Context: an optimization exercise on an open-source flow, tuned for small area. The choices shown serve that exercise and are no tape-out recipe.
Function was checked by simulation only, so behaviour that the tests miss may differ from the original.
Power is estimated from default activity; no workload was simulated.

v6:
## multicycle_datapath
module multicycle_datapath #(
  parameter logic [31:0] RESET_PC = 32'h0000_0000
) (
  input  logic        clk,
  input  logic        reset,
  input  logic        PCWriteCondition,
  input  logic        PCWrite,
  input  logic        IorD,
  input  logic        MemRead,
  input  logic        MemWrite,
  input  logic        MemtoReg,
  input  logic        IRWrite,
  input  logic        PCSource,
  input  logic [1:0]  ALUOp,
  input  logic        ALUSrcA,
  input  logic [1:0]  ALUSrcB,
  input  logic        RegWrite,
  input  logic [31:0] mem_rdata,
  output logic [31:0] instr,
  output logic        zero,
  output logic [31:0] mem_addr,
  output logic [31:0] mem_wdata,
  output logic        mem_read,
  output logic        mem_write,
  output logic [31:0] pc
);
  localparam logic [6:0] OPC_STORE  = 7'b0100011;
  localparam logic [6:0] OPC_BRANCH = 7'b1100011;
  logic [31:0] old_pc;
  logic [31:0] ir;
  logic [31:0] mdr;
  logic [31:0] a_q;
  logic [31:0] b_q;
  logic [31:0] alu_out;
  logic [31:0] rf [1:31];
  logic [31:1] rf_valid;
  logic [4:0]  rs1;
  logic [4:0]  rs2;
  logic [4:0]  rd;
  logic [31:0] rs1_data;
  logic [31:0] rs2_data;
  logic [31:1] sel1;
  logic [31:1] sel2;
  logic [31:1] wsel;
  logic        wen;
  logic [31:0] wb_data;
  logic [31:0] imm;
  logic [31:0] op_a;
  logic [31:0] op_b;
  logic [31:0] alu_result;
  logic        pc_load;
  assign rs1 = ir[19:15];
  assign rs2 = ir[24:20];
  assign rd  = ir[11:7];
  logic z1, z2;
  always_comb begin
    for (int i = 1; i < 32; i++) begin
      sel1[i] = (rs1 == 5'(i)) & rf_valid[i] & ~reset;
      sel2[i] = (rs2 == 5'(i)) & rf_valid[i] & ~reset;
    end
    z1 = ~|sel1;
    z2 = ~|sel2;
    rs1_data = {32{~z1}};
    rs2_data = {32{~z2}};
    for (int i = 1; i < 32; i++) begin
      rs1_data = rs1_data & ({32{~sel1[i]}} | rf[i]);
      rs2_data = rs2_data & ({32{~sel2[i]}} | rf[i]);
    end
  end
  assign wen     = RegWrite & ~reset;
  always_comb begin
    for (int i = 1; i < 32; i++) wsel[i] = wen & (rd == 5'(i));
  end
  assign wb_data = MemtoReg ? mdr : alu_out;
  assign instr     = ir;
  assign mem_addr  = IorD ? alu_out : pc;
  assign mem_wdata = b_q;
  assign mem_read  = MemRead & ~reset;
  assign mem_write = MemWrite & ~reset;
  always_comb begin
    imm = {{20{ir[31]}}, ir[31:20]};
  ...
==> flow/config.mk <==
export PLATFORM = sky130hd
export DESIGN_NAME = multicycle_datapath
export DESIGN_NICKNAME = multicycle_datapath
export VERILOG_FILES = /design/flow/design.v
export SDC_FILE = /design/flow/constraint.sdc
export NUM_CORES = 4
export LEC_CHECK = 0
export CAP_MARGIN = 20
export CORE_MARGIN = 2
export CORE_UTILIZATION = 40
export SLEW_MARGIN = 20
==> flow/constraint.sdc <==
create_clock -name core_clock -period 12.0 [get_ports {clk}]
set_input_delay 2.4000 -clock core_clock [delete_from_list [all_inputs] [get_ports {clk}]]
set_output_delay 2.4000 -clock core_clock [all_outputs]
set_load 0.01 [all_outputs]
standard.sh (not shown) runs the stock make flow with config.mk's settings and CLKGATE_MAP_FILE= SYNTH_SCRIPT=/design/flow/synth_recipe.tcl, a recipe that flattens the netlist after the stock synthesis.
==> flow/flow/run.sh <==
#!/bin/bash
# The standard layout (standard.sh: the standard synthesis and ORFS
# flow), with two changes: the clock tree uses clkbuf_8 sink buffers with
# larger clusters and no dummy loads, and the port buffers are buf_1.
cp standard.sh standard_sh.log
export CTS_ARGS="-sink_clustering_enable -repair_clock_nets -dont_use_dummy_load -sink_clustering_size 16 -sink_clustering_max_diameter 60 -buf_list sky130_fd_sc_hd__clkbuf_8"
export BUFFER_PORTS_ARGS="-buffer_cell sky130_fd_sc_hd__buf_1"
bash standard.sh > standard.log 2>&1
Every stage of the flow completed for v6, and the final layout passed the timing, design-rule and antenna checks.
> inputs changed (v6 -> v7)
==> flow/flow/run.sh <==
#!/bin/bash
# The standard layout (standard.sh) with three changes:
#  - synthesis is synth_recipe.tcl unchanged except that ABC maps with
#    flow/abc_map.script: ORFS's abc_speed.script with its middle part
#    replaced by three rounds of "&st; &dch; &nf -R 100 -p" (area recovery
#    allowed to relax delay);
#  - the clock tree uses clkbuf_8 sink buffers, larger clusters and no dummy
#    loads;
#  - the port buffers are buf_1.
set -euo pipefail
W=$PWD
cp standard.sh standard_sh.log
{
  echo "set ::env(MY_ABC_SCRIPT) $W/flow/abc_map.script"
  echo 'proc abc {args} {'
  echo '  set i [lsearch $args -script]'
  echo '  if {$i >= 0} { set args [lreplace $args [expr {$i+1}] [expr {$i+1}] $::env(MY_ABC_SCRIPT)] }'
  echo '  yosys abc {*}$args'
  echo '}'
  cat synth_recipe.tcl
} > my_synth.tcl
sed "s|SYNTH_SCRIPT=[^ ]*synth_recipe.tcl|SYNTH_SCRIPT=$W/my_synth.tcl|" standard.sh > my_standard.sh
grep -q "SYNTH_SCRIPT=$W/my_synth.tcl" my_standard.sh
export CTS_ARGS="-sink_clustering_enable -repair_clock_nets -dont_use_dummy_load -sink_clustering_size 16 -sink_clustering_max_diameter 60 -buf_list sky130_fd_sc_hd__clkbuf_8"
export BUFFER_PORTS_ARGS="-buffer_cell sky130_fd_sc_hd__buf_1"
bash my_standard.sh > standard.log 2>&1
==> flow/flow/abc_map.script (new file) <==
strash
dch
map -B 0.9
topo
stime -c
buffer -c
upsize -c
dnsize -c
&get -n
&st
&dch
&nf -R 100 -p
&st
&dch
&nf -R 100 -p
&st
&dch
&nf -R 100 -p
&put
buffer -c
topo
stime -c
upsize -c
dnsize -c
==> comparison <==
- The final layout from v7, which completed every stage, passed the timing, design-rule and antenna checks at the end of the flow.
- v6 has completed all stages; timing, DRC and antenna checks passed.
- The area after synthesis of v7 was superior to that of v6.
- Compared with v6, v7 shows a combinational share of power that is 1.7 points higher.
- Comparing v6 and v7, via-per-instance ratio is higher on v6.
- Between v6 and v7, the difference in clock-pin transition on the worst setup and hold timing paths is negligible.
- Fmax, v6 and v7: larger value in v7
- For the clock power share, v7 came in 1.0 points lower than v6 did.
- Sort v6 and v7 by global-route wire length before repair, descending, and v6 comes first.
- Against v6, v7 comes in 0.13 ns lower on final critical-path required period.
- Against v6, overall die height in v7 fell slightly.
- On mean routed wirelength per cell: v7 sits below v6.
- Comparing v6 and v7, total wirelength of the detailed-routed design is lower on v7.

[port drivers added, routing unchanged]
The results above use ideal ports. As a check the final layouts listed here were re-extracted and re-timed, cells and wires unchanged.
Step 1: set_driving_cell puts a clkbuf_16 on clk and a buf_2 on each other input, an assumption about the parent block.
Step 2 moves the port delays by t, midway between the first and last clock arrival at a register: inputs arrive t later, outputs are due t later. That takes back most of the time a late clock gives input paths.
Three values: ideal, step 1, step 2; two values: the first two.
| run | t, ns | setup slack, ns | hold slack, ns | worst register clock-pin slew, ns |
|---|---|---|---|---|
| v6 | 0.911 | 0.358 / 0.294 / 0.294 | 0.491 / 0.491 / 0.491 | 0.11 / 0.11 |
| v7 | 0.929 | 0.492 / 0.472 / 0.472 | 0.489 / 0.489 / 0.489 | 0.11 / 0.11 |
After both steps every run listed still meets setup and hold. For v6, which loses most, drivers alone change the setup slack by -0.064 ns; drivers and shift together by -0.064 ns.
